What follows belongs to an exercise in optimizing a design on an open flow for small area; a production flow would make more cautious choices.
RTL that was checked went through simulation tests only; none was proved equivalent to the original.
No functional check of the RTL was part of run 6.
No activity file was given, so power comes from the tool's default toggle rates. The clock port is modelled as an ideal driver; clocking choices that lean on that would not hold on a real chip.

==> design.v <==
package shell_glue_pkg;
   localparam int num_ddr_ch       = 3;   
   localparam int stat_pipe_stages = 8;   
   localparam int ctrl_rst_stages  = 4;   
   localparam int num_ready        = 4;   
   localparam int stat_addr_w = 8;    
   localparam int stat_data_w = 32;   
   localparam int stat_int_w  = 8;    
   localparam int abd_idx_a = 0;
   localparam int abd_idx_b = 1;
   localparam int abd_idx_d = 2;
   localparam int rdy_idx_a = 0;
   localparam int rdy_idx_b = 1;
   localparam int rdy_idx_c = 2;   
   localparam int rdy_idx_d = 3;
   typedef struct packed {
      logic                   wr;      
      logic                   rd;      
      logic [stat_addr_w-1:0] addr;    
      logic [stat_data_w-1:0] wdata;   
   } stat_req_t;
   typedef struct packed {
      logic                   ack;     
      logic [stat_int_w-1:0]  intr;    
      logic [stat_data_w-1:0] rdata;   
   } stat_rsp_t;
   localparam int stat_req_w = 2 + stat_addr_w + stat_data_w;
   localparam int stat_rsp_w = 1 + stat_int_w + stat_data_w;
endpackage
`timescale 1ns/100ps
module stat_pipe #(
   parameter int WIDTH  = 42,   
   parameter int STAGES = 8     
) (
   input  logic             clk_main_a0,
   input  logic             out_valid,   
   input  logic [WIDTH-1:0] in_bus,
   output logic [WIDTH-1:0] out_bus
);
   logic [WIDTH-1:0] pipe_q [STAGES];   
   always_ff @(posedge clk_main_a0)
   begin
      pipe_q[0] <= in_bus;   
      for (int i = 1; i < STAGES; i++)
      begin
         pipe_q[i] <= pipe_q[i-1];   
      end
   end
   assign out_bus = pipe_q[STAGES-1] & {WIDTH{out_valid}};
endmodule
`timescale 1ns/100ps
module shell_ctrl
(
   input  logic                  clk_main_a0,
   input  logic                  sync_rst_n,
   input  logic                  flr_assert,
   output logic                  flr_done,
   input  logic [shell_glue_pkg::num_ddr_ch-1:0] ddr_ready_abd,   
   input  logic                  ddr_ready_c,     
   output logic [shell_glue_pkg::num_ready-1:0]  ddr_ready,       
   output logic                  ctrl_rst_n,
   output logic                  pipe_valid
);
   logic flr_assert_q;   
   always_ff @(posedge clk_main_a0 or negedge sync_rst_n)
   begin
      if (!sync_rst_n)
      begin
         flr_assert_q <= 1'b0;
         flr_done     <= 1'b0;
      end
      else
      begin
         flr_assert_q <= flr_assert;
         flr_done     <= flr_assert_q && !flr_done;
      end
   end
   logic ddr_ready_c_q;   
   always_ff @(posedge clk_main_a0 or negedge sync_rst_n)
   begin
      if (!sync_rst_n)
      begin
         ddr_ready_c_q <= 1'b0;   
      end
      else
      begin
         ddr_ready_c_q <= ddr_ready_c;
      end
   end
   always_comb
   begin
      ddr_ready            = '0;
      ddr_ready[shell_glue_pkg::rdy_idx_a] = ddr_ready_abd[shell_glue_pkg::abd_idx_a];
      ddr_ready[shell_glue_pkg::rdy_idx_b] = ddr_ready_abd[shell_glue_pkg::abd_idx_b];
      ddr_ready[shell_glue_pkg::rdy_idx_c] = ddr_ready_c_q;
      ddr_ready[shell_glue_pkg::rdy_idx_d] = ddr_ready_abd[shell_glue_pkg::abd_idx_d];
   end
   logic [shell_glue_pkg::stat_pipe_stages-1:0] rst_dly_q;
   always_ff @(posedge clk_main_a0)
   begin
      rst_dly_q <= {rst_dly_q[shell_glue_pkg::stat_pipe_stages-2:0], sync_rst_n};
   end
   assign ctrl_rst_n = rst_dly_q[shell_glue_pkg::ctrl_rst_stages-1];   
   assign pipe_valid = sync_rst_n && (&rst_dly_q);
endmodule
`timescale 1ns/100ps
module shell_glue_top
(
   input  logic                             clk_main_a0,
   input  logic                             sync_rst_n,    
   input  logic [shell_glue_pkg::num_ddr_ch*shell_glue_pkg::stat_req_w-1:0] stat_req_in,   
   output logic [shell_glue_pkg::num_ddr_ch*shell_glue_pkg::stat_req_w-1:0] stat_req_out,  
   input  logic [shell_glue_pkg::num_ddr_ch*shell_glue_pkg::stat_rsp_w-1:0] stat_rsp_in,   
   output logic [shell_glue_pkg::num_ddr_ch*shell_glue_pkg::stat_rsp_w-1:0] stat_rsp_out,  
   input  logic                             flr_assert,
   output logic                             flr_done,
   input  logic [shell_glue_pkg::num_ddr_ch-1:0]            ddr_ready_abd,
   input  logic                             ddr_ready_c,
   output logic [shell_glue_pkg::num_ready-1:0]             ddr_ready,
   output logic                             ctrl_rst_n
);
   logic [shell_glue_pkg::num_ddr_ch*shell_glue_pkg::stat_req_w-1:0] req_bus_in;
   logic [shell_glue_pkg::num_ddr_ch*shell_glue_pkg::stat_req_w-1:0] req_bus_out;
   logic [shell_glue_pkg::num_ddr_ch*shell_glue_pkg::stat_rsp_w-1:0] rsp_bus_in;
   logic [shell_glue_pkg::num_ddr_ch*shell_glue_pkg::stat_rsp_w-1:0] rsp_bus_out;
   assign req_bus_in   = stat_req_in;
   assign stat_req_out = req_bus_out;
   assign rsp_bus_in   = stat_rsp_in;
   assign stat_rsp_out = rsp_bus_out;
   logic pipe_valid;
   stat_pipe #(
      .WIDTH  (shell_glue_pkg::num_ddr_ch * shell_glue_pkg::stat_req_w),   
      .STAGES (shell_glue_pkg::stat_pipe_stages)
   ) u_stat_req_pipe (
      .clk_main_a0 (clk_main_a0),
      .out_valid   (pipe_valid),
      .in_bus      (req_bus_in),
      .out_bus     (req_bus_out)
   );
   stat_pipe #(
      .WIDTH  (shell_glue_pkg::num_ddr_ch * shell_glue_pkg::stat_rsp_w),   
      .STAGES (shell_glue_pkg::stat_pipe_stages)           
   ) u_stat_rsp_pipe (
      .clk_main_a0 (clk_main_a0),
      .out_valid   (pipe_valid),
      .in_bus      (rsp_bus_in),
      .out_bus     (rsp_bus_out)
   );
   shell_ctrl u_shell_ctrl (
      .clk_main_a0   (clk_main_a0),
      .sync_rst_n    (sync_rst_n),
      .flr_assert    (flr_assert),
      .flr_done      (flr_done),
      .ddr_ready_abd (ddr_ready_abd),
      .ddr_ready_c   (ddr_ready_c),
      .ddr_ready     (ddr_ready),
      .ctrl_rst_n    (ctrl_rst_n),
      .pipe_valid    (pipe_valid)
   );
endmodule
==> run.sh <==
#!/bin/bash
# synth_recipe.tcl (not shown) runs the flow's synth.tcl, then flattens the netlist and writes it again
# the make line also repeats each setting of config.mk as NAME=value (left out here)
make -C /OpenROAD-flow-scripts/flow DESIGN_CONFIG=/design/flow/config.mk WORK_HOME=/design/flow/orfs CLKGATE_MAP_FILE= SYNTH_SCRIPT=/design/flow/synth_recipe.tcl finish
==> config.mk <==
export PLATFORM = sky130hd
export DESIGN_NAME = shell_glue_top
export DESIGN_NICKNAME = shell_glue_top
export VERILOG_FILES = /design/flow/design.v
export SDC_FILE = /design/flow/constraint.sdc
export NUM_CORES = 4
export LEC_CHECK = 0
export CAP_MARGIN = 20
export CORE_MARGIN = 2
export CORE_UTILIZATION = 40
export SLEW_MARGIN = 20
==> constraint.sdc <==
create_clock -name core_clock -period 4.0 [get_ports {clk_main_a0}]
set_input_delay 0.8000 -clock core_clock [delete_from_list [all_inputs] [get_ports {clk_main_a0}]]
set_output_delay 0.8000 -clock core_clock [all_outputs]
set_load 0.01 [all_outputs]
==> reports/metrics.yaml, run 1 <==
power:
  p_seq_frac: 0.542
  ir_worst_vdd_mv: 0.469
  p_comb_frac: 0.013
  p_int_w: 0.0318
  switching_share: 0.191
  netSwitchingPower_w: 0.00750
  p_clk_frac: 0.445
  p_leak_nw: 22.6
  powerDensity_mw_per_mm2: 698
sta:
  timing.final.crit_share: 0.973
  period_minus_slack_ns: 3.89
  relSlewSlack: 0.473
  worst_slew_pin_slew_ns: 0.783
  setup_tns_ns: 0
  finalHoldViolCount: 0
  fmax_mhz: 257
  skew_ns: 0.0269
  report.final.slew_viol_count: 0
  finalSetupViolCount: 0
yosys:
  synth-main-ff-cell: "dfxtp_1"
  yosysTopAreaCell: "dfxtp_1"
  yosys-top-cells-count: "2000 x dfxtp_1, 251 x nand2_1, 249 x nor4_1, 41 x clkbuf_1, 32 x buf_2"
  synth-seq-area-share: 0.927
  yosysTopAreaCellShare: 0.925
  synth_nets: 2874
  yosys-top-cells-area: "dfxtp_1 93%, nor4_1 3.6%, nand2_1 2.2%, buf_6 0.60%, buf_2 0.37%"
  async_flop_share: 0.00150
  avgSynthCellArea_sq_um: 16.5
  yosysMostFrequentCell: "dfxtp_1"
  synth_warnings: 5
  synth_cell_types: 11
  syn-instance-count: 2618
  synth_seq_cells: 2003
  syn_area_sq_mm: 0.0433
  synth_edf_count: 0
floorplan:
  die_h_microns: 333
  start_util: 0.404
  die_x_microns: 333
  die-area_sq_mm: 0.111
  core_area_sq_mm: 0.107
  rows: 120
  boundaryPins: 511
worst_setup_path:
  critPathRequiredTime_ns: 3.20
  cp_num_buf_inv: 2
  critPathTopFamily: "buffers and inverters"
  critPathArrivalTime_ns: 3.09
  crit_chain: "nand2_4, buf_12, nor4_1, clkdlybuf4s50_1"
  start_kind: "flop"
  critPathMaxFanout: 98
  critPathKind: "reg2out"
  crit_slowest_cell: "clkdlybuf4s50_1"
  crit_path_end_kind: "output pin"
  max_stage_delay_ns: 0.68
route:
  drt-total-wl_mm: 70.1
  drtPass1Iterations: 4
  vias: 19058
  ant_nets: 0
  drt_iter0_markers: 797
  routed_via_density: 3.98
  wl_per_cell_microns: 14.7
  remaining_drc_errors: 0
clocking:
  cts.clk_slew.worst_paths_ns: 0.06
  cts_buffers: 180
  clk_path_buf_depth: 3
  postCtsHoldBufs: 0
  root_buffer: "clkbuf_16"
  cts_sinks: 2003
  clock_latency_ns: 0.75
  htree_levels: 4
  cts_tree: "yes"
grt:
  gr-usage-met3: 0.0488
  antenna_found_initial: 25
  met1_usage: 0.142
  use_met2: 0.205
  grt_pass1_vias: 18710
  grt_usage: 0.125
  grt_max_degree: 104
  gr-total-overflow: 0
  grt-busiest-layer: "met2"
  grt_pass1_wl_mm: 105
place:
  portBuffers: 504
  placed_cells: 4445
  post-dp-hpwl_mm: 44.4
  globalplace.congestion: 0.801
  place_area_sq_mm: 0.0498
worst_hold_path:
  hold_class: "reg2reg"
finish:
  layoutNonFillerInstCount: 4783
  drive_gt1_frac: 0.0991
  finalInstanceArea_sq_mm: 0.0562
  nets: 3482
  syn2layout_area_growth_pct: 29.8
flow_run:
  drv_cap: 0
outcome:
  status: "no timing/DRC/antenna violations"
kinds of logic (layout without fill, tap and decap cells):
logic type	after synthesis	count (layout)	synth area share
other	0	11	0
buffers and inverters	113	864	0.0151
flip-flops	2003	2003	0.927
AND/OR/NAND/NOR	502	502	0.0582
layout by cell type, fill, tap and decap left out:
| master | synthesis | layout |
|---|---|---|
| nor4_4 | 0 | 1 |
| nand2_4 | 0 | 1 |
| nand4_4 | 0 | 1 |
| diode_2 | 0 | 11 |
| inv_6 | 0 | 7 |
| clkbuf_16 | 0 | 182 |
| clkinv_2 | 0 | 25 |
| nand2_1 | 251 | 249 |
| clkinv_16 | 0 | 4 |
| nor4_1 | 249 | 243 |
| nor2b_1 | 1 | 1 |
| clkinvlp_4 | 0 | 6 |
| dfxtp_1 | 2000 | 2000 |
| clkbuf_1 | 41 | 36 |
| dfrtp_1 | 3 | 3 |
| inv_16 | 0 | 2 |
| clkdlybuf4s50_1 | 0 | 503 |
| clkinv_8 | 0 | 2 |
| clkinv_4 | 0 | 2 |
| nor4_2 | 0 | 5 |
| buf_12 | 0 | 10 |
| buf_4 | 4 | 25 |
| nand2_8 | 0 | 1 |
| bufinv_16 | 0 | 20 |
| clkbuf_8 | 0 | 40 |
flip-flops by register name, indices dropped and copies added (netlist names):
name                        flops
u_shell_ctrl.ddr_ready_c_q      1
u_shell_ctrl.flr_assert_q       1
u_shell_ctrl.flr_done           1
u_shell_ctrl.rst_dly_q          8
u_stat_req_pipe.pipe_q       1008
u_stat_rsp_pipe.pipe_q        984
stage by stage:
step / hold slack [ns] / setup slack [ns] / total power [W] / util
after floorplan: 0.310 / 1.51 / 0.0218 / -
after CTS: 0.307 / -0.0291 / 0.0398 / 0.524
final: 0.309 / 0.107 / 0.0393 / 0.524
after global placement: 0.310 / 0.389 / 0.0222 / 0.465
after global routing: 0.314 / -0.000290 / 0.0408 / 0.524
after detailed placement: 0.312 / 0.450 / 0.0222 / 0.465
power groups by stage:
| stage | combinational (W) | clock, W | sequential [W] |
|---|---|---|---|
| 5_1_grt | 0.000556 | 0.0188 | 0.0214 |
| 2_1_floorplan | 0.000193 | 0 | 0.0216 |
| 3_5_place_dp | 0.000512 | 0 | 0.0217 |
| 6_report | 0.000513 | 0.0175 | 0.0213 |
| 3_3_place_gp | 0.000500 | 0 | 0.0217 |
| 4_1_cts | 0.000517 | 0.0180 | 0.0213 |
area by class of cell:
type                    count  area, sq um
multi-input cells         502         2600
diodes                     11         27.5
flip-flops and latches   2003        40100
repair buffers            539         5440
clock inverters            68         1040
fillers                  8719        51000
well taps                1403         1760
clock buffers             257         5230
what timing repair did:
action	in CTS	in global routing
buffers inserted	2	0
setup endpoints to repair	109	5
cloned	0	0
resized for setup	3	5
final timing paths:
path | slack [ns] | startpoint | to | cells past startpoint
min in group asynchronous | 0.37 | sync_rst_n | u_shell_ctrl.flr_assert_q$_DFF_PN0_ | 2
min | 0.31 | u_stat_req_pipe.pipe_q[3][52]$_DFF_P_ | u_stat_req_pipe.pipe_q[4][52]$_DFF_P_ | 0
min reg2reg | 0.31 | u_stat_req_pipe.pipe_q[3][52]$_DFF_P_ | u_stat_req_pipe.pipe_q[4][52]$_DFF_P_ | 0
max reg2reg | 3.40 | u_shell_ctrl.flr_assert_q$_DFF_PN0_ | u_shell_ctrl.flr_done$_DFF_PN0_ | 1
max in group asynchronous | 3.42 | sync_rst_n | u_shell_ctrl.ddr_ready_c_q$_DFF_PN0_ | 2
max | 0.11 | u_shell_ctrl.rst_dly_q[6]$_DFF_P_ | stat_rsp_out[36] | 4
routing by layer:
metal,routed length (microns),vias to the layer above
met5,149,-
met4,2280,24
met2,33200,526
met3,5140,165
li1,-,9704
met1,29300,8639
==> inputs of run 2 (changes only) <==
--- a/design.v
+++ b/design.v
@@ -97,9 +97,21 @@
    end
-   logic [shell_glue_pkg::stat_pipe_stages-1:0] rst_dly_q;
+   logic [shell_glue_pkg::stat_pipe_stages-2:0] rst_dly_q;
    always_ff @(posedge clk_main_a0)
    begin
-      rst_dly_q <= {rst_dly_q[shell_glue_pkg::stat_pipe_stages-2:0], sync_rst_n};
+      rst_dly_q <= {rst_dly_q[shell_glue_pkg::stat_pipe_stages-3:0], sync_rst_n};
    end
    assign ctrl_rst_n = rst_dly_q[shell_glue_pkg::ctrl_rst_stages-1];   
-   assign pipe_valid = sync_rst_n && (&rst_dly_q);
+   logic pipe_valid_q;
+   always_ff @(posedge clk_main_a0 or negedge sync_rst_n)
+   begin
+      if (!sync_rst_n)
+      begin
+         pipe_valid_q <= 1'b0;
+      end
+      else
+      begin
+         pipe_valid_q <= &rst_dly_q;
+      end
+   end
+   assign pipe_valid = pipe_valid_q;
 endmodule
--- a/config.mk
+++ b/config.mk
@@ -10,2 +10,3 @@
 export CORE_UTILIZATION = 40
+export CTS_BUF_LIST = sky130_fd_sc_hd__clkbuf_4 sky130_fd_sc_hd__clkbuf_8
 export SLEW_MARGIN = 20
==> reports/metrics.yaml, run 2 <==
sta:
  report.final.slew_viol_count: 0  # unchanged
  period_minus_slack_ns: 3.72  # -0.173 ns
  skew_ns: 0.0731  # +0.0462 ns
  rsz0062_at_grt: "no"
  finalHoldViolCount: 0  # unchanged
  setup_tns_ns: 0  # unchanged
  fmax_mhz: 269  # +4.6%
  timing.final.crit_share: 0.930  # -0.0432
  worst_slew_pin_slew_ns: 0.608  # -0.175 ns
  finalSetupViolCount: 0  # unchanged
  relSlewSlack: 0.595  # +0.122
grt:
  antenna_found_initial: 16  # -36%
  grt_pass1_vias: 18358  # -1.9%
  grt_usage: 0.114  # -0.0110
  grt_pass1_wl_mm: 93.4  # -11%
  grt_max_degree: 104  # unchanged
  gr-total-overflow: 0  # unchanged
power:
  ir_worst_vdd_mv: 0.322  # -31%
  powerDensity_mw_per_mm2: 698  # about the same
  p_leak_nw: 22.9  # +1.1%
place:
  globalplace.congestion: 0.772  # -3.7%
  placed_cells: 4142  # -6.8%
  place_area_sq_mm: 0.0485  # -2.6%
  portBuffers: 504  # unchanged
  post-dp-hpwl_mm: 39.1  # -12%
yosys:
  yosysTopAreaCellShare: 0.953  # +0.0277
  synth_cell_types: 12  # +1
  yosys-top-cells-area: "dfxtp_1 95%, and2_1 3.7%, buf_6 0.62%, dfrtp_1 0.24%, buf_4 0.071%"
  yosys-top-cells-count: "1999 x dfxtp_1, 249 x and2_1, 23 x buf_6, 4 x buf_4, 4 x dfrtp_1"
  avgSynthCellArea_sq_um: 18.4  # +11%
  async_flop_share: 0.00200  # +0.000499
  synth_seq_cells: 2003  # unchanged
  synth-seq-area-share: 0.955  # +0.0283
  yosysMostFrequentCell: "dfxtp_1"
  yosysTopAreaCell: "dfxtp_1"
  syn_area_sq_mm: 0.0420  # -3.0%
  syn-instance-count: 2287  # -13%
  synth_edf_count: 0  # unchanged
  synth_warnings: 5  # unchanged
  synth-main-ff-cell: "dfxtp_1"
  synth_nets: 2543  # -12%
clocking:
  cts.clk_slew.worst_paths_ns: 0.06  # about the same
  clk_path_buf_depth: 4  # +1
  clock_latency_ns: 0.93  # +0.18 ns
  cts_tree: "yes"
  cts_resized: 0  # -3
  postCtsSetupRepairBufs: 0  # -2
  postCtsHoldBufs: 0  # unchanged
  htree_levels: 5  # +1
  root_buffer: "clkbuf_8"
  cts_buffers: 308  # +71%
  cts_sinks: 2003  # unchanged
worst_setup_path:
  crit_path_end_kind: "output pin"
  critPathKind: "reg2out"
  start_kind: "flop"
  critPathRequiredTime_ns: 3.20  # about the same
  critPathArrivalTime_ns: 2.92  # -0.17 ns
  critPathMaxFanout: 103  # +5.1%
  reg2reg_depth: 2  # +1
finish:
  layoutNonFillerInstCount: 4654  # -2.7%
  regMostFlops: "u_stat_req_pipe.pipe_q"
  syn2layout_area_growth_pct: 30.6
  final_common_cell: "dfxtp_1"
  finalInstanceArea_sq_mm: 0.0549  # -2.4%
  drive_gt1_frac: 0.156  # +0.0569
  regArea_sq_mm: 0.0401  # about the same
  nets: 3328  # -4.4%
  fillers: 8291  # -4.9%
  final_cell_mix: "1999 x dfxtp_1, 504 x clkdlybuf4s50_1, 379 x clkbuf_8"
  multi_input_area_sq_mm: 0.00158  # -39%
  top_regs: "u_stat_req_pipe.pipe_q: 1008 flops, u_stat_rsp_pipe.pipe_q: 984 flops, u_shell_ctrl.rst_dly_q: 7 flops"
  largest_reg_flops: 1008  # unchanged
route:
  drtPass1Iterations: 4  # unchanged
  vias: 17252  # -9.5%
  wl_per_cell_microns: 13.3  # -9.5%
  routed_via_density: 3.71  # -7.0%
  drt-total-wl_mm: 61.7  # -12%
  ant_nets: 0  # unchanged
  remaining_drc_errors: 0  # unchanged
  drt_iter0_markers: 435  # -45%
floorplan:
  boundaryPins: 511  # unchanged
  rows: 118  # -1.7%
  die-area_sq_mm: 0.108  # -2.9%
  die_x_microns: 328  # -1.5%
  die_h_microns: 328  # -1.5%
  core_area_sq_mm: 0.104  # -3.2%
  start_util: 0.405  # +0.000948
worst_hold_path:
  hold_class: "in2async"
flow_run:
  drv_cap: 0  # unchanged
outcome:
  status: "no timing/DRC/antenna violations"
-- run 2: worst max-delay path: stages (launching register included) --
cell             delay, ns
dfrtp_4               0.78
buf_12                0.32
and2_1                0.21
clkdlybuf4s50_1       0.54
-- run 2: cell families (layout without fill, tap and decap cells) --
family                 Yosys count  in the layout  share of synthesized area
flip-flops                    2003           2003                      0.955
AND/OR/NAND/NOR                253            253                     0.0376
buffers and inverters           31           1013                    0.00733
other                            0              5                          0
-- run 2: final timing paths --
| check | from | endpoint | slack [ns] |
|---|---|---|---|
| worst max-delay path | u_shell_ctrl.pipe_valid_q$_DFF_PN0_ | stat_rsp_out[118] | 0.28 |
| worst min-delay path | sync_rst_n | u_shell_ctrl.ddr_ready_c_q$_DFF_PN0_ | 0.12 |
| worst max register to register | u_shell_ctrl.rst_dly_q[3]$_DFF_P_ | u_shell_ctrl.pipe_valid_q$_DFF_PN0_ | 3.38 |
| worst min register to register | u_stat_rsp_pipe.pipe_q[5][120]$_DFF_P_ | u_stat_rsp_pipe.pipe_q[6][120]$_DFF_P_ | 0.27 |
| max in group asynchronous | sync_rst_n | u_shell_ctrl.pipe_valid_q$_DFF_PN0_ | 3.56 |
| min in group core_clock | u_stat_rsp_pipe.pipe_q[5][120]$_DFF_P_ | u_stat_rsp_pipe.pipe_q[6][120]$_DFF_P_ | 0.27 |
-- run 2: per-stage QoR --
stage               total power (W)   util  hold slack, ns  worst slack (ns)
global route                 0.0400  0.529          0.0471            0.0468
finish                       0.0383  0.529           0.124             0.279
detailed placement           0.0220  0.467           0.312              1.15
global placement             0.0220  0.467           0.310              1.25
floorplan                    0.0216      -           0.310              2.28
CTS                          0.0390  0.528          0.0189             0.115
-- run 2: routing by layer --
layer / share of wire / track usage / routed length (microns)
met5: 0.0022 / 0 / 138
met4: 0.032 / 0.0631 / 1950
met3: 0.090 / 0.0563 / 5550
met2: 0.49 / 0.192 / 30500
met1: 0.38 / 0.116 / 23600
-- run 2: cell type report --
type / count / share of cell area
Multi-Input combinational cell: 253 / 0.0288
Timing Repair Buffer: 506 / 0.0927
Tap cell: 1380 / 0.0315
Clock buffer: 463 / 0.107
Sequential cell: 2003 / 0.731
Antenna cell: 5 / 0.000228
Clock inverter: 44 / 0.00885
-- run 2: report_power, final --
group | switching, W | internal (W)
clock | 0.00691 | 0.00981
combinational | 0.0000504 | 0.000233
sequential | 0.000252 | 0.0210
total | 0.00721 | 0.0311
==> inputs of run 3 (changes only) <==
==> flow/run.sh (new file) <==
#!/bin/bash
# Standard layout, with port buffers of the smallest buffer and a clock tree
# built from smaller clock buffers without dummy loads.
set -euo pipefail
export BUFFER_PORTS_ARGS="-buffer_cell sky130_fd_sc_hd__buf_1"
export CTS_ARGS="-sink_clustering_enable -repair_clock_nets -dont_use_dummy_load -buf_list {sky130_fd_sc_hd__clkbuf_4 sky130_fd_sc_hd__clkbuf_8}"
bash standard.sh > standard.log 2>&1
==> standard.sh (new file) <==
#!/bin/bash
# synth_recipe.tcl (not shown) runs the flow's synth.tcl, then flattens the netlist and writes it again
# the make line also repeats each setting of config.mk as NAME=value (left out here)
make -C /OpenROAD-flow-scripts/flow DESIGN_CONFIG=/design/flow/config.mk WORK_HOME=/design/flow/orfs CLKGATE_MAP_FILE= SYNTH_SCRIPT=/design/flow/synth_recipe.tcl "${@:-finish}"
--- a/config.mk
+++ b/config.mk
@@ -10,3 +10,2 @@
 export CORE_UTILIZATION = 40
-export CTS_BUF_LIST = sky130_fd_sc_hd__clkbuf_4 sky130_fd_sc_hd__clkbuf_8
 export SLEW_MARGIN = 20
removed: run.sh
==> reports/metrics.yaml, run 3 <==
outcome:
  status: "no timing/DRC/antenna violations"
place:
  post-dp-hpwl_mm: 36.2  # -7.6%
  portBuffers: 504  # unchanged
  globalplace.congestion: 0.757  # -1.8%
sta:
  worst_slew_pin_slew_ns: 0.625  # +0.0172 ns
  period_minus_slack_ns: 3.17  # -0.554 ns
  finalHoldViolCount: 0  # unchanged
  report.final.slew_viol_count: 0  # unchanged
  skew_ns: 0.0749  # +0.00181 ns
  setup_tns_ns: 0  # unchanged
  finalSetupViolCount: 0  # unchanged
  relSlewSlack: 0.583  # -0.0114
  rsz0062_at_grt: "no"
  timing.final.crit_share: 0.792  # -0.139
  fmax_mhz: 316  # +17%
worst_setup_path:
  crit_path_end_kind: "output pin"
  crit_chain: "buf_12, and2_1, buf_1"
  crit_slowest_cell: "dfrtp_4"
  critPathKind: "reg2out"
  cp_num_buf_inv: 2  # unchanged
  reg2reg_depth: 2  # unchanged
  critPathArrivalTime_ns: 2.37  # -0.55 ns
  reg2reg_from: "u_shell_ctrl.rst_dly_q[3]$_DFF_P_"
  critPathRequiredTime_ns: 3.20  # about the same
  critPathTopFamily: "buffers and inverters"
  max_stage_delay_ns: 0.53  # -0.25 ns
  critPathMaxFanout: 160  # +55%
  ff2ff_setup_slack_ns: 3.15  # -0.23 ns
  reg2reg_to: "u_shell_ctrl.pipe_valid_q$_DFF_PN0_"
  start_kind: "flop"
worst_hold_path:
  hold_path_depth: 1
  whs_endpoint: "u_stat_req_pipe.pipe_q[0][114]$_DFF_P_"
  hp-start: "stat_req_in[114]"
  hold_class: "in2reg"
yosys:
  yosys-top-cells-area: "dfxtp_1 95%, and2_1 3.7%, buf_6 0.62%, dfrtp_1 0.24%, buf_4 0.071%"
  synth.mux.area_fraction: 0  # unchanged
  synth-seq-area-share: 0.955  # unchanged
  synth_warnings: 5  # unchanged
  synth_seq_cells: 2003  # unchanged
  synth_nets: 2543  # unchanged
  syn_area_sq_mm: 0.0420  # unchanged
  synthAdderAreaFrac: 0  # unchanged
  synth_compound_area_frac: 0  # unchanged
  synth_top_family_by_area: "simple AND/OR/NAND/NOR gates"
  yosys-top-cells-count: "1999 x dfxtp_1, 249 x and2_1, 23 x buf_6, 4 x buf_4, 4 x dfrtp_1"
  synthSimpleGateAreaFrac: 0.0376  # unchanged
  async_flop_share: 0.00200  # unchanged
  yosysMostFrequentCell: "dfxtp_1"
  synth_edf_count: 0  # unchanged
  synth-main-ff-cell: "dfxtp_1"
  synth_cell_types: 12  # unchanged
  syn-instance-count: 2287  # unchanged
  avgSynthCellArea_sq_um: 18.4  # unchanged
  yosysTopAreaCell: "dfxtp_1"
  yosysTopAreaCellShare: 0.953  # unchanged
  synth-xor-area-share: 0  # unchanged
clocking:
  htree_levels: 5  # unchanged
  cts_buffers: 310  # +0.65%
  clock_latency_ns: 0.92  # about the same
  cts_sinks: 2003  # unchanged
  cts.clk_slew.worst_paths_ns: 0.05  # about the same
  cts_tree: "yes"
  root_buffer: "clkbuf_8"
  clk_path_buf_depth: 4  # unchanged
  postCtsSetupRepairBufs: 0  # unchanged
finish:
  top_regs: "u_stat_req_pipe.pipe_q: 1008 flops, u_stat_rsp_pipe.pipe_q: 984 flops, u_shell_ctrl.rst_dly_q: 7 flops"
  final_core_util: 0.501  # -0.0275
  final_cell_mix: "1999 x dfxtp_1, 504 x buf_1, 310 x clkbuf_8"
  drive_gt1_frac: 0.0949  # -0.0611
  final_common_cell: "dfxtp_1"
  nets: 3568  # +7.2%
  syn2layout_area_growth_pct: 23.8
  regMostFlops: "u_stat_req_pipe.pipe_q"
  largest_reg_flops: 1008  # unchanged
power:
  switching_share: 0.189  # +0.000237
  netSwitchingPower_w: 0.00653  # -9.5%
  p_clk_frac: 0.376  # -0.061
  p_comb_frac: 0.009  # +0.002
  p_leak_nw: 21.5  # -6.0%
  ir_worst_vdd_mv: 0.316  # -2.1%
  p_seq_frac: 0.615  # +0.059
  p_int_w: 0.0281  # -9.6%
  powerDensity_mw_per_mm2: 666  # -4.6%
  power_w: 0.0346  # -9.6%
flow_run:
  drv_cap: 0  # unchanged
grt:
  grt_max_degree: 160  # +54%
  antenna_found_initial: 13  # -3
  gr-total-overflow: 0  # unchanged
  grt_usage: 0.111  # -0.00353
  grt_pass1_wl_mm: 90.0  # -3.6%
  grt_pass1_vias: 17684  # -3.7%
route:
  wl_per_cell_microns: 12.7  # -4.1%
  drt_iter0_markers: 568  # +31%
  remaining_drc_errors: 0  # unchanged
  drtPass1Iterations: 4  # unchanged
  ant_nets: 0  # unchanged
  vias: 17470  # +1.3%
  drt-total-wl_mm: 59.7  # -3.3%
  routed_via_density: 3.72  # +0.38%
floorplan:
  die_h_microns: 328  # unchanged
  core_area_sq_mm: 0.104  # unchanged
  rows: 118  # unchanged
  die_x_microns: 328  # unchanged
  boundaryPins: 511  # unchanged
  die-area_sq_mm: 0.108  # unchanged
  start_util: 0.405  # unchanged
## run 3: cell types whose count changed in the layout (fill, tap and decap cells not counted), sizes merged, moves of 8 or more
cell / change
buf: +505
bufinv: -8
clkbuf: -153
clkdlybuf4s50: -504
clkinv: -21
clkinvlp: -10
dlygate4sd3: +237
## run 3: worst max path at each step
| stage | startpoint | end | slack [ns] | cells past startpoint |
|---|---|---|---|---|
| 6_report | u_shell_ctrl.pipe_valid_q$_DFF_PN0_ | stat_rsp_out[111] | 0.83 | 3 |
| 5_1_grt | u_shell_ctrl.pipe_valid_q$_DFF_PN0_ | stat_req_out[26] | 0.59 | 3 |
| 2_1_floorplan | ddr_ready_abd[0] | ddr_ready[0] | 2.28 | 1 |
| 3_3_place_gp | u_shell_ctrl.pipe_valid_q$_DFF_PN0_ | stat_rsp_out[116] | 1.74 | 3 |
| 3_5_place_dp | u_shell_ctrl.pipe_valid_q$_DFF_PN0_ | stat_rsp_out[116] | 1.69 | 3 |
| 4_1_cts | u_shell_ctrl.pipe_valid_q$_DFF_PN0_ | stat_rsp_out[116] | 0.68 | 3 |
## run 3: timing repair
item,4_1_cts,5_1_grt
hold endpoints to repair,240,0
hold buffers,237,0
gates resized for setup,0,0
setup endpoints to repair,0,0
## run 3: cell type report
class,instances,area (sq um)
multi-input combinational,253,1580
timing repair buffer,744,4300
fill,8515,51800
clock buffer,310,4270
sequential,2003,40100
antenna,5,12.5
tap,1380,1730
## run 3: power by group through the flow
stage | logic [W] | registers [W] | clock network, W
after floorplan | 0.0000198 | 0.0216 | 0
after global placement | 0.000132 | 0.0217 | 0
after detailed placement | 0.000133 | 0.0217 | 0
after CTS | 0.000330 | 0.0213 | 0.0137
after global routing | 0.000355 | 0.0214 | 0.0146
final | 0.000327 | 0.0213 | 0.0130
## run 3: cells by family after synthesis
group | after synthesis
buffers and inverters | 31
and+or+nand+nor | 253
DFF | 2003
## run 3: metrics by stage
stage	setup slack (ns)	std cells	cell area, sq um	hold slack, ns
after detailed placement	1.69	4143	45400	0.312
after floorplan	2.28	2287	42000	0.310
after CTS	0.682	4690	52000	0.00135
final	0.833	4695	52000	0.131
after global placement	1.74	4143	45400	0.310
after global routing	0.593	4692	52000	0.0110
## run 3: per-layer routing
layer | vias to the layer above | GRT usage | wire (microns)
met5 | - | 0 | 78
met4 | 12 | 0.0647 | 2170
met3 | 161 | 0.0488 | 4510
met2 | 540 | 0.180 | 28800
met1 | 7833 | 0.120 | 24200
li1 | 8924 | - | -
==> inputs of run 4 (changes only) <==
==> flow/run.sh (replaced) <==
#!/bin/bash
# The standard layout (the standard.sh, standard synthesis unchanged) with two
# changes: each port gets the smallest buffer, sky130_fd_sc_hd__buf_1, and the clock
# tree is built from clkbuf_16 only, in sink clusters of up to 30, without dummy loads.
# The make output goes to standard.log in the work folder.
set -euo pipefail
export BUFFER_PORTS_ARGS="-buffer_cell sky130_fd_sc_hd__buf_1"
export CTS_ARGS="-sink_clustering_enable -repair_clock_nets -dont_use_dummy_load -buf_list sky130_fd_sc_hd__clkbuf_16 -sink_clustering_size 30 -sink_clustering_max_diameter 100"
bash standard.sh > standard.log 2>&1
==> reports/metrics.yaml, run 4 <==
outcome:
  status: "no timing/DRC/antenna violations"
clocking:
  cts_resized: 0  # unchanged
  cts.clk_slew.worst_paths_ns: 0.10  # +0.05 ns
  root_buffer: "clkbuf_16"
  cts_tree: "yes"
  clk_path_buf_depth: 3  # -1
  cts_sinks: 2003  # unchanged
  clock_latency_ns: 0.65  # -0.27 ns
  postCtsSetupRepairBufs: 0  # unchanged
  postCtsHoldBufs: 0  # -100%
  cts_buffers: 77  # -75%
  htree_levels: 3  # -2
floorplan:
  rows: 118  # unchanged
  die-area_sq_mm: 0.108  # unchanged
  core_area_sq_mm: 0.104  # unchanged
  die_x_microns: 328  # unchanged
  boundaryPins: 511  # unchanged
  die_h_microns: 328  # unchanged
  start_util: 0.405  # unchanged
finish:
  final_common_cell: "dfxtp_1"
  multi_input_area_sq_mm: 0.00158  # unchanged
  drive_gt1_frac: 0.0285  # -0.0663
  largest_reg_flops: 1008  # unchanged
  nets: 3098  # -13%
  finalInstanceArea_sq_mm: 0.0473  # -9.1%
  top_regs: "u_stat_req_pipe.pipe_q: 1008 flops, u_stat_rsp_pipe.pipe_q: 984 flops, u_shell_ctrl.rst_dly_q: 7 flops"
  regArea_sq_mm: 0.0401  # unchanged
  regMostFlops: "u_stat_req_pipe.pipe_q"
  final_cell_mix: "1999 x dfxtp_1, 504 x buf_1, 249 x and2_1"
  layoutNonFillerInstCount: 4221  # -10%
  fillers: 9019  # +5.9%
  syn2layout_area_growth_pct: 12.6
power:
  p_leak_nw: 19.2  # -11%
  power_w: 0.0302  # -13%
  ir_worst_vdd_mv: 0.452  # +43%
  powerDensity_mw_per_mm2: 638  # -4.2%
sta:
  finalSetupViolCount: 0  # unchanged
  rsz0062_at_grt: "no"
  period_minus_slack_ns: 2.95  # -0.220 ns
  finalHoldViolCount: 0  # unchanged
  worst_slew_pin_slew_ns: 0.617  # -0.00850 ns
  fmax_mhz: 339  # +7.5%
  report.final.slew_viol_count: 0  # unchanged
  skew_ns: 0.0560  # -0.0189 ns
  relSlewSlack: 0.589  # +0.00567
  setup_tns_ns: 0  # unchanged
  timing.final.crit_share: 0.737  # -0.0549
yosys:
  yosys-top-cells-count: "1999 x dfxtp_1, 249 x and2_1, 23 x buf_6, 4 x buf_4, 4 x dfrtp_1"
  synth_edf_count: 0  # unchanged
  yosysMostFrequentCell: "dfxtp_1"
  synth_seq_cells: 2003  # unchanged
  synth_warnings: 5  # unchanged
  yosysTopAreaCellShare: 0.953  # unchanged
  syn-instance-count: 2287  # unchanged
  synth-seq-area-share: 0.955  # unchanged
  synth_nets: 2543  # unchanged
  synth-main-ff-cell: "dfxtp_1"
  yosysTopAreaCell: "dfxtp_1"
  synth_cell_types: 12  # unchanged
  syn_area_sq_mm: 0.0420  # unchanged
  yosys-top-cells-area: "dfxtp_1 95%, and2_1 3.7%, buf_6 0.62%, dfrtp_1 0.24%, buf_4 0.071%"
  avgSynthCellArea_sq_um: 18.4  # unchanged
  async_flop_share: 0.00200  # unchanged
grt:
  grt_usage: 0.0976  # -0.0131
  grt_pass1_vias: 14111  # -20%
  grt_pass1_wl_mm: 78.6  # -13%
  antenna_found_initial: 10  # -3
  grt_max_degree: 160  # unchanged
  gr-total-overflow: 0  # unchanged
route:
  wl_per_cell_microns: 12.9  # +1.2%
  remaining_drc_errors: 0  # unchanged
  vias: 15208  # -13%
  drt_iter0_markers: 678  # +19%
  routed_via_density: 3.60  # -3.2%
  ant_nets: 0  # unchanged
  drt-total-wl_mm: 54.3  # -9.0%
  drtPass1Iterations: 4  # unchanged
worst_setup_path:
  ff2ff_setup_slack_ns: 3.13  # -0.02 ns
  reg2reg_to: "u_shell_ctrl.pipe_valid_q$_DFF_PN0_"
  reg2reg_depth: 2  # unchanged
  critPathRequiredTime_ns: 3.20  # about the same
  critPathArrivalTime_ns: 2.15  # -0.22 ns
  crit_path_end_kind: "output pin"
  critPathKind: "reg2out"
  start_kind: "flop"
  reg2reg_from: "u_shell_ctrl.rst_dly_q[3]$_DFF_P_"
  critPathMaxFanout: 159  # -0.63%
place:
  post-dp-hpwl_mm: 36.2  # unchanged
  placed_cells: 4143  # unchanged
  portBuffers: 504  # unchanged
  place_area_sq_mm: 0.0454  # unchanged
  globalplace.congestion: 0.757  # unchanged
flow_run:
  drv_cap: 0  # unchanged
worst_hold_path:
  hold_class: "in2async"
## run 4: cell count changes in the layout (fill, tap and decap cells not counted)
cell           previous run  this run
diode_2                   5         1
clkbuf_8                310         0
clkbuf_16                 0        77
dlygate4sd3_1           237         0
## run 4: worst max-delay path by stage
stage	start	endpoint	slack, ns	depth (start not counted)
finish	u_shell_ctrl.pipe_valid_q$_DFF_PN0_	stat_rsp_out[116]	1.05	3
global route	u_shell_ctrl.pipe_valid_q$_DFF_PN0_	stat_rsp_out[116]	0.87	3
CTS	u_shell_ctrl.pipe_valid_q$_DFF_PN0_	stat_rsp_out[116]	0.97	3
detailed placement	u_shell_ctrl.pipe_valid_q$_DFF_PN0_	stat_rsp_out[116]	1.69	3
global placement	u_shell_ctrl.pipe_valid_q$_DFF_PN0_	stat_rsp_out[116]	1.74	3
floorplan	ddr_ready_abd[0]	ddr_ready[0]	2.28	1
## run 4: logic make-up (layout without fill, tap and decap cells)
family,Yosys count,in the layout,share of synthesized area
other,0,1,0
flip-flops,2003,2003,0.955
buffers and inverters,31,584,0.00733
AND/OR/NAND/NOR,253,253,0.0376
## run 4: power by group
group | internal [W] | leakage (nW) | switching (W) | total, W
clock | 0.00348 | 0.949 | 0.00531 | 0.00879
combinational | 0.0000628 | 1.37 | 0.0000653 | 0.000128
sequential | 0.0210 | 16.9 | 0.000236 | 0.0212
## run 4: through the flow
stage	utilization	worst slack [ns]	hold slack [ns]
finish	0.456	1.05	0.109
global placement	0.437	1.74	0.310
global route	0.456	0.867	0.0898
floorplan	-	2.28	0.310
detailed placement	0.437	1.69	0.312
CTS	0.456	0.974	0.0663
## run 4: routing by layer
layer  part of all wire  GRT usage  vias to the layer above
li1                   -          -                     7977
met1               0.43      0.117                     6781
met2               0.47      0.163                      333
met3              0.066     0.0292                      105
met4              0.027     0.0416                       12
met5             0.0014          0                        -
## run 4: cell type report
class	instances	area share
clock buffers	77	0.0408
well taps	1380	0.0365
repair buffers	507	0.0408
multi-input cells	253	0.0334
flip-flops and latches	2003	0.849
diodes	1	0.0000529
## run 4: critical path: stages, from the launching register on
cell and delay (ns):
dfrtp_4 0.55, buf_12 0.40, and2_1 0.29, buf_1 0.18
==> inputs of run 5 (changes only) <==
==> flow/run.sh (replaced) <==
#!/bin/bash
# The standard layout (the standard.sh, standard synthesis unchanged) with two
# changes: each port gets the smallest buffer, sky130_fd_sc_hd__buf_1, and the clock
# tree is built from clkbuf_16 only, in sink clusters of up to 35, without dummy loads.
# The make output goes to standard.log in the work folder.
set -euo pipefail
export BUFFER_PORTS_ARGS="-buffer_cell sky130_fd_sc_hd__buf_1"
export CTS_ARGS="-sink_clustering_enable -repair_clock_nets -dont_use_dummy_load -buf_list sky130_fd_sc_hd__clkbuf_16 -sink_clustering_size 35 -sink_clustering_max_diameter 80"
bash standard.sh > standard.log 2>&1
--- a/config.mk
+++ b/config.mk
@@ -9,3 +9,4 @@
 export CORE_MARGIN = 2
-export CORE_UTILIZATION = 40
+export CORE_UTILIZATION = 70
+export PLACE_DENSITY = 0.8
 export SLEW_MARGIN = 20
==> reports/metrics.yaml, run 5 <==
outcome:
  status: "no timing/DRC/antenna violations"
finish:
  final_common_cell: "dfxtp_1"
  layoutNonFillerInstCount: 3614  # -14%
  drive_gt1_frac: 0.0251  # -0.00344
  largest_reg_flops: 1008  # unchanged
  regMostFlops: "u_stat_req_pipe.pipe_q"
  finalInstanceArea_sq_mm: 0.0463  # -2.1%
  nets: 3089  # -0.29%
  syn2layout_area_growth_pct: 10.2
  final_core_util: 0.783  # +0.328
  final_cell_mix: "1999 x dfxtp_1, 504 x buf_1, 249 x and2_1"
  top_regs: "u_stat_req_pipe.pipe_q: 1008 flops, u_stat_rsp_pipe.pipe_q: 984 flops, u_shell_ctrl.rst_dly_q: 7 flops"
worst_setup_path:
  critPathArrivalTime_ns: 2.28  # +0.13 ns
  critPathKind: "reg2out"
  crit_slowest_cell: "dfrtp_4"
  critPathTopFamily: "buffers and inverters"
  worst-path-stages: 3  # unchanged
  start_kind: "flop"
  crit_chain: "buf_4, and2_1, buf_1"
  cp_num_buf_inv: 2  # unchanged
  critPathMaxFanout: 65  # -59%
  crit_path_end_kind: "output pin"
  critPathRequiredTime_ns: 3.20  # about the same
  reg2reg_depth: 2  # unchanged
  max_stage_delay_ns: 0.64  # +0.09 ns
flow_run:
  drv_cap: 0  # unchanged
yosys:
  yosysTopAreaCellShare: 0.953  # unchanged
  yosys-top-cells-area: "dfxtp_1 95%, and2_1 3.7%, buf_6 0.62%, dfrtp_1 0.24%, buf_4 0.071%"
  synth-main-ff-cell: "dfxtp_1"
  synth-seq-area-share: 0.955  # unchanged
  syn-instance-count: 2287  # unchanged
  synth_edf_count: 0  # unchanged
  synth_warnings: 5  # unchanged
  syn_area_sq_mm: 0.0420  # unchanged
  synth_seq_cells: 2003  # unchanged
  synth_nets: 2543  # unchanged
  yosysTopAreaCell: "dfxtp_1"
  yosysMostFrequentCell: "dfxtp_1"
  yosys-top-cells-count: "1999 x dfxtp_1, 249 x and2_1, 23 x buf_6, 4 x buf_4, 4 x dfrtp_1"
  avgSynthCellArea_sq_um: 18.4  # unchanged
  synth_cell_types: 12  # unchanged
  async_flop_share: 0.00200  # unchanged
grt:
  grt_pass1_vias: 17099  # +21%
  grt_usage: 0.215  # +0.117
  antenna_found_initial: 21  # +11
  grt_pass1_wl_mm: 97.8  # +24%
  grt_max_degree: 96  # -40%
  gr-total-overflow: 0  # unchanged
place:
  place_area_sq_mm: 0.0446  # -1.7%
  portBuffers: 504  # unchanged
  post-dp-hpwl_mm: 42.5  # +18%
  pre_cts_slack_ns: 1.59  # -0.0961 ns
  placed_cells: 3536  # -15%
  globalplace.congestion: 0.881  # +16%
power:
  powerDensity_mw_per_mm2: 643  # +0.80%
  p_leak_nw: 19.1  # -0.62%
  ir_worst_vdd_mv: 0.585  # +29%
clocking:
  cts_sinks: 2003  # unchanged
  cts_resized: 0  # unchanged
  cts_tree: "yes"
  cts.clk_slew.worst_paths_ns: 0.12  # +0.02 ns
  root_buffer: "clkbuf_16"
  htree_levels: 3  # unchanged
  clock_latency_ns: 0.62  # -0.03 ns
  cts_buffers: 67  # -13%
  clk_path_buf_depth: 3  # unchanged
floorplan:
  die_h_microns: 249  # -24%
  rows: 89  # -25%
  die_x_microns: 249  # -24%
  core_area_sq_mm: 0.0591  # -43%
  boundaryPins: 511  # unchanged
  die-area_sq_mm: 0.0620  # -42%
  start_util: 0.710  # +0.306
sta:
  worst_slew_pin_slew_ns: 0.543  # -0.0737 ns
  fin_ws_ns: 0.920  # -0.133 ns
  relSlewSlack: 0.638  # +0.0491
  timing.final.crit_share: 0.770  # +0.0331
  finalHoldViolCount: 0  # unchanged
  skew_ns: 0.0452  # -0.0108 ns
  finalSetupViolCount: 0  # unchanged
  setup_tns_ns: 0  # unchanged
  period_minus_slack_ns: 3.08  # +0.133 ns
  rsz0062_at_grt: "no"
  fmax_mhz: 325  # -4.3%
  report.final.slew_viol_count: 0  # unchanged
worst_hold_path:
  hold_path_depth: 1
  hold_class: "in2reg"
route:
  drt_iter0_markers: 766  # +13%
  vias: 16198  # +6.5%
  routed_via_density: 4.48  # +24%
  drtPass1Iterations: 5  # +1
  ant_nets: 0  # unchanged
  drt-total-wl_mm: 67.7  # +24%
  remaining_drc_errors: 0  # unchanged
  wl_per_cell_microns: 18.7  # +45%
[run 5: repair_timing]
item                      4_1_cts  5_1_grt
hold endpoints to repair        4        0
buffers inserted                0        0
hold buffers                    1        0
[run 5: cells by family after synthesis]
family / Yosys count / synth area share
DFF: 2003 / 0.955
and+or+nand+nor: 253 / 0.0376
buffers and inverters: 31 / 0.00733
[run 5: per-layer routing]
layer | share of wire | wire [microns] | track usage | vias up
met1 | 0.38 | 25400 | 0.227 | 7555
li1 | - | - | - | 7972
met5 | 0.0020 | 137 | 0 | -
met4 | 0.048 | 3280 | 0.105 | 22
met2 | 0.52 | 35000 | 0.393 | 453
met3 | 0.057 | 3860 | 0.0597 | 196
[run 5: through the flow]
stage	total power [W]	hold slack, ns
final	0.0298	0.250
after global routing	0.0306	0.204
after CTS	0.0300	0.206
after detailed placement	0.0219	0.312
after global placement	0.0218	0.310
after floorplan	0.0216	0.310
[run 5: worst paths after layout]
| check | startpoint | to | slack [ns] |
|---|---|---|---|
| max | u_shell_ctrl.pipe_valid_q$_DFF_PN0_ | stat_req_out[99] | 0.92 |
| min | stat_req_in[7] | u_stat_req_pipe.pipe_q[0][7]$_DFF_P_ | 0.25 |
| max reg2reg | u_shell_ctrl.rst_dly_q[3]$_DFF_P_ | u_shell_ctrl.pipe_valid_q$_DFF_PN0_ | 3.34 |
| min reg2reg | u_stat_req_pipe.pipe_q[3][42]$_DFF_P_ | u_stat_req_pipe.pipe_q[4][42]$_DFF_P_ | 0.28 |
| max in group asynchronous | sync_rst_n | u_shell_ctrl.pipe_valid_q$_DFF_PN0_ | 3.17 |
| min in group asynchronous | sync_rst_n | u_shell_ctrl.flr_done$_DFF_PN0_ | 0.57 |
[run 5: final cells by class]
cell class                 count  area [sq um]
antenna                       10          25.0
clock buffer                  67          1680
fill                        2896         12800
multi-input combinational    253          1580
sequential                  2003         40100
tap                          773           967
timing repair buffer         508          1940
[run 5: where the power goes]
part           total, W  switching [W]  internal [W]
clock network   0.00830        0.00523       0.00307
registers        0.0213       0.000311        0.0210
logic          0.000141      0.0000777     0.0000636
==> inputs of run 6 (changes only) <==
--- a/design.v
+++ b/design.v
@@ -35,3 +35,3 @@
    input  logic             clk_main_a0,
-   input  logic             out_valid,   
+   input  logic             sync_rst_n,
    input  logic [WIDTH-1:0] in_bus,
@@ -40,11 +40,21 @@
    logic [WIDTH-1:0] pipe_q [STAGES];   
-   always_ff @(posedge clk_main_a0)
+   always_ff @(posedge clk_main_a0 or negedge sync_rst_n)
    begin
-      pipe_q[0] <= in_bus;   
-      for (int i = 1; i < STAGES; i++)
+      if (!sync_rst_n)
       begin
-         pipe_q[i] <= pipe_q[i-1];   
+         for (int i = 0; i < STAGES; i++)
+         begin
+            pipe_q[i] <= '0;
+         end
+      end
+      else
+      begin
+         pipe_q[0] <= in_bus;   
+         for (int i = 1; i < STAGES; i++)
+         begin
+            pipe_q[i] <= pipe_q[i-1];   
+         end
       end
    end
-   assign out_bus = pipe_q[STAGES-1] & {WIDTH{out_valid}};
+   assign out_bus = pipe_q[STAGES-1];   
 endmodule
@@ -60,4 +70,3 @@
    output logic [shell_glue_pkg::num_ready-1:0]  ddr_ready,       
-   output logic                  ctrl_rst_n,
-   output logic                  pipe_valid
+   output logic                  ctrl_rst_n
 );
@@ -97,21 +106,8 @@
    end
-   logic [shell_glue_pkg::stat_pipe_stages-2:0] rst_dly_q;
+   logic [shell_glue_pkg::ctrl_rst_stages-1:0] rst_dly_q;
    always_ff @(posedge clk_main_a0)
    begin
-      rst_dly_q <= {rst_dly_q[shell_glue_pkg::stat_pipe_stages-3:0], sync_rst_n};
+      rst_dly_q <= {rst_dly_q[shell_glue_pkg::ctrl_rst_stages-2:0], sync_rst_n};
    end
    assign ctrl_rst_n = rst_dly_q[shell_glue_pkg::ctrl_rst_stages-1];   
-   logic pipe_valid_q;
-   always_ff @(posedge clk_main_a0 or negedge sync_rst_n)
-   begin
-      if (!sync_rst_n)
-      begin
-         pipe_valid_q <= 1'b0;
-      end
-      else
-      begin
-         pipe_valid_q <= &rst_dly_q;
-      end
-   end
-   assign pipe_valid = pipe_valid_q;
 endmodule
@@ -141,3 +137,2 @@
    assign stat_rsp_out = rsp_bus_out;
-   logic pipe_valid;
    stat_pipe #(
@@ -147,3 +142,3 @@
       .clk_main_a0 (clk_main_a0),
-      .out_valid   (pipe_valid),
+      .sync_rst_n  (sync_rst_n),
       .in_bus      (req_bus_in),
@@ -156,3 +151,3 @@
       .clk_main_a0 (clk_main_a0),
-      .out_valid   (pipe_valid),
+      .sync_rst_n  (sync_rst_n),
       .in_bus      (rsp_bus_in),
@@ -168,4 +163,3 @@
       .ddr_ready     (ddr_ready),
-      .ctrl_rst_n    (ctrl_rst_n),
-      .pipe_valid    (pipe_valid)
+      .ctrl_rst_n    (ctrl_rst_n)
    );
==> run.sh (new file) <==
#!/bin/bash
# synth_recipe.tcl (not shown) runs the flow's synth.tcl, then flattens the netlist and writes it again
# the make line also repeats each setting of config.mk as NAME=value (left out here)
make -C /OpenROAD-flow-scripts/flow DESIGN_CONFIG=/design/flow/config.mk WORK_HOME=/design/flow/orfs CLKGATE_MAP_FILE= SYNTH_SCRIPT=/design/flow/synth_recipe.tcl finish
--- a/config.mk
+++ b/config.mk
@@ -9,4 +9,3 @@
 export CORE_MARGIN = 2
-export CORE_UTILIZATION = 70
-export PLACE_DENSITY = 0.8
+export CORE_UTILIZATION = 40
 export SLEW_MARGIN = 20
removed: flow/run.sh
removed: standard.sh
==> reports/metrics.yaml, run 6 <==
outcome:
  status: "no timing/DRC/antenna violations"
power:
  p_int_w: 0.0325  # +34%
  powerDensity_mw_per_mm2: 630  # -1.9%
  p_comb_frac: 0.026  # +0.021
  p_leak_nw: 28.8  # +51%
  power_w: 0.0406  # +36%
  p_seq_frac: 0.532  # -0.184
  netSwitchingPower_w: 0.00809  # +44%
  ir_worst_vdd_mv: 0.462  # -21%
  switching_share: 0.200  # +0.0107
  p_clk_frac: 0.442  # +0.163
yosys:
  yosys-top-cells-count: "1995 x dfrtp_1, 4 x buf_4, 4 x dfxtp_1, 1 x nor2b_4"
  synth_cell_types: 4  # -8
  yosysMostFrequentCell: "dfrtp_1"
  synth-seq-area-share: 0.999  # +0.0440
  synth_seq_cells: 1999  # -0.20%
  syn_area_sq_mm: 0.0500  # +19%
  synth_nets: 2260  # -11%
  yosysTopAreaCell: "dfrtp_1"
  synth-main-ff-cell: "dfrtp_1"
  avgSynthCellArea_sq_um: 25.0  # +36%
  synth_edf_count: 0  # unchanged
  yosys-top-cells-area: "dfrtp_1 100%, dfxtp_1 0.16%, buf_4 0.060%, nor2b_4 0.028%"
  yosysTopAreaCellShare: 0.998  # +0.0448
  synth_warnings: 5  # unchanged
  syn-instance-count: 2004  # -12%
  async_flop_share: 0.998  # +0.996
clocking:
  root_buffer: "clkbuf_16"
  clock_latency_ns: 0.79  # +0.17 ns
  cts_resized: 0  # unchanged
  cts_buffers: 189  # +180%
  clk_path_buf_depth: 3  # unchanged
  cts_tree: "yes"
  cts.clk_slew.worst_paths_ns: 0.06  # -0.06 ns
  postCtsSetupRepairBufs: 0  # unchanged
  cts_sinks: 1999  # -0.20%
  htree_levels: 4  # +1
worst_setup_path:
  crit_chain: "clkdlybuf4s50_1"
  critPathKind: "reg2out"
  critPathRequiredTime_ns: 3.20  # about the same
  crit_path_end_kind: "output pin"
  critPathArrivalTime_ns: 1.76  # -0.52 ns
  crit_slowest_cell: "clkdlybuf4s50_1"
  start_kind: "flop"
  critPathMaxFanout: 1  # -98%
  critPathTopFamily: "buffers and inverters"
  max_stage_delay_ns: 0.56  # -0.08 ns
  ff2ff_setup_slack_ns: 3.41  # +0.07 ns
  cp_num_buf_inv: 1  # -1
grt:
  gr-total-overflow: 0  # unchanged
  grt_pass1_vias: 20824  # +22%
  grt-busiest-layer: "met2"
  gr-usage-met3: 0.0526  # -0.00704
  met1_usage: 0.165  # -0.0616
  use_met2: 0.187  # -0.206
  antenna_found_initial: 23  # +9.5%
  grt_usage: 0.126  # -0.0887
  grt_pass1_wl_mm: 121  # +23%
  grt_max_degree: 125  # +30%
finish:
  top_regs: "u_stat_req_pipe.pipe_q: 1008 flops, u_stat_rsp_pipe.pipe_q: 984 flops, u_shell_ctrl.rst_dly_q: 4 flops"
  syn2layout_area_growth_pct: 28.6
  layoutNonFillerInstCount: 4553  # +26%
  regMostFlops: "u_stat_req_pipe.pipe_q"
  final_cell_mix: "1995 x dfrtp_1, 503 x clkdlybuf4s50_1, 191 x clkbuf_16"
  drive_gt1_frac: 0.125  # +0.0999
  nets: 3011  # -2.5%
  finalInstanceArea_sq_mm: 0.0643  # +39%
  final_core_util: 0.519  # -0.264
  largest_reg_flops: 1008  # unchanged
  final_common_cell: "dfrtp_1"
route:
  remaining_drc_errors: 0  # unchanged
  drtPass1Iterations: 4  # -1
  wl_per_cell_microns: 16.9  # -9.9%
  ant_nets: 0  # unchanged
  drt_iter0_markers: 1041  # +36%
  vias: 18183  # +12%
  routed_via_density: 3.99  # -11%
  drt-total-wl_mm: 76.8  # +14%
sta:
  finalSetupViolCount: 0  # unchanged
  timing.final.crit_share: 0.640  # -0.130
  setup_tns_ns: 0  # unchanged
  worst_slew_pin_slew_ns: 0.903  # +0.360 ns
  skew_ns: 0.0461  # +0.000932 ns
  rsz0062_at_grt: "no"
  fmax_mhz: 391  # +20%
  relSlewSlack: 0.398  # -0.240
  finalHoldViolCount: 0  # unchanged
  report.final.slew_viol_count: 0  # unchanged
  period_minus_slack_ns: 2.56  # -0.520 ns
place:
  globalplace.congestion: 0.730  # -17%
  placed_cells: 4200  # +19%
  post-dp-hpwl_mm: 46.2  # +8.6%
  portBuffers: 504  # unchanged
  place_area_sq_mm: 0.0579  # +30%
floorplan:
  boundaryPins: 511  # unchanged
  die_x_microns: 358  # +44%
  start_util: 0.404  # -0.307
  core_area_sq_mm: 0.124  # +110%
  die-area_sq_mm: 0.128  # +110%
  die_h_microns: 358  # +44%
  rows: 129  # +45%
worst_hold_path:
  hold_class: "reg2reg"
flow_run:
  drv_cap: 0  # unchanged
run 6: cell count changes in the layout (fill, tap and decap cells not counted), sizes merged, moves of 9 or more:
cell / before / now
and2: 249 / 0
dfxtp: 1999 / 4
dfrtp: 4 / 1995
clkbuf: 67 / 272
buf: 507 / 60
bufinv: 0 / 19
clkinv: 0 / 41
clkdlybuf4s50: 0 / 503
clkinvlp: 0 / 9
run 6: cell families (layout without fill, tap and decap cells):
| family | Yosys count | count (layout) | share of synthesized area |
|---|---|---|---|
| buffers and inverters | 4 | 912 | 0.000600 |
| DFF | 1999 | 1999 | 0.999 |
| other | 0 | 4 | 0 |
| and+or+nand+nor | 1 | 1 | 0.000275 |
run 6: per-stage QoR:
stage | hold WS [ns] | worst slack, ns
finish | 0.322 | 1.44
global route | 0.328 | 1.36
CTS | 0.320 | 1.34
detailed placement | 0.312 | 1.88
global placement | 0.318 | 1.96
floorplan | 0.310 | 2.28
run 6: area by class of cell:
cell class	count	area, sq um
Multi-Input combinational cell	1	13.8
Fill cell	9538	59600
Timing Repair Buffer	564	5800
Clock buffer	272	5440
Antenna cell	4	10.0
Clock inverter	76	1020
Tap cell	1637	2050
Sequential cell	1999	50000
run 6: timing repair:
| item | in CTS | in global routing |
|---|---|---|
| endpoints found under the hold margin | 3 | 0 |
| setup endpoints to repair | 0 | 0 |
| hold buffers | 1 | 0 |
run 6: worst paths after layout:
check,startpoint,endpoint,cells after the start
setup / recovery,u_stat_req_pipe.pipe_q[7][33]$_DFF_PN0_,stat_req_out[33],1
hold / removal,u_stat_req_pipe.pipe_q[5][82]$_DFF_PN0_,u_stat_req_pipe.pipe_q[6][82]$_DFF_PN0_,0
setup reg to reg,u_shell_ctrl.flr_assert_q$_DFF_PN0_,u_shell_ctrl.flr_done$_DFF_PN0_,1
hold reg to reg,u_stat_req_pipe.pipe_q[5][82]$_DFF_PN0_,u_stat_req_pipe.pipe_q[6][82]$_DFF_PN0_,0
max in group asynchronous,sync_rst_n,u_stat_rsp_pipe.pipe_q[1][48]$_DFF_PN0_,3
min in group asynchronous,sync_rst_n,u_stat_rsp_pipe.pipe_q[5][75]$_DFF_PN0_,2
run 6: metal layers:
metal / part of all wire / vias up
met5: 0.0024 / -
met3: 0.085 / 197
met2: 0.47 / 501
met4: 0.028 / 30
li1: - / 7745
met1: 0.41 / 9710
run 6: power by group through the flow:
stage	combinational [W]	sequential [W]	clock, W
6_report	0.00105	0.0216	0.0179
5_1_grt	0.00118	0.0217	0.0195
4_1_cts	0.00110	0.0216	0.0186
3_5_place_dp	0.00109	0.0219	0
3_3_place_gp	0.00107	0.0219	0
2_1_floorplan	0.00000513	0.0219	0

==> static timing again, ports no longer ideal <==
No port has a modelled driver above. Below, the same layouts with a new extraction and two added sets of constraints.
Step 1: set_driving_cell puts a clkbuf_16 on clk_main_a0 and a buf_2 on each other input, an assumption about the parent block.
Step 2 adds t to the input delays and takes it off the output delays; t is the mean of the earliest and latest rising clock arrival at the registers after step 1. Input paths then give back, and output paths get back, about the clock's delay inside the block.
a / b / c = ideal / step 1 / step 2; a / b = the first two.
| run | t (ns) | setup slack, ns | worst setup path after step 2 | clock arrival spread, ns | cell pins on the clock port's net |
|---|---|---|---|---|---|
| run 1 | 0.802 | 0.107 / 0.040 / 0.586 | input to output | 0.036 / 0.036 | 1 |
| run 2 | 0.943 | 0.279 / 0.219 / 1.161 | register to output | 0.091 / 0.091 | 1 |
| run 3 | 0.929 | 0.833 / 0.770 / 1.699 | register to output | 0.108 / 0.108 | 1 |
| run 4 | 0.691 | 1.053 / 0.986 / 1.677 | register to output | 0.082 / 0.082 | 1 |
| run 5 | 0.663 | 0.920 / 0.859 / 1.522 | register to output | 0.068 / 0.068 | 1 |
| run 6 | 0.839 | 1.440 / 1.368 / 1.240 | input, reset recovery | 0.048 / 0.049 | 1 |
After both steps every run listed still meets setup and hold. The setup slack of run 6, which loses most, moves by -0.072 ns with the drivers and by -0.200 ns with both steps. Setup slack includes reset recovery checks.
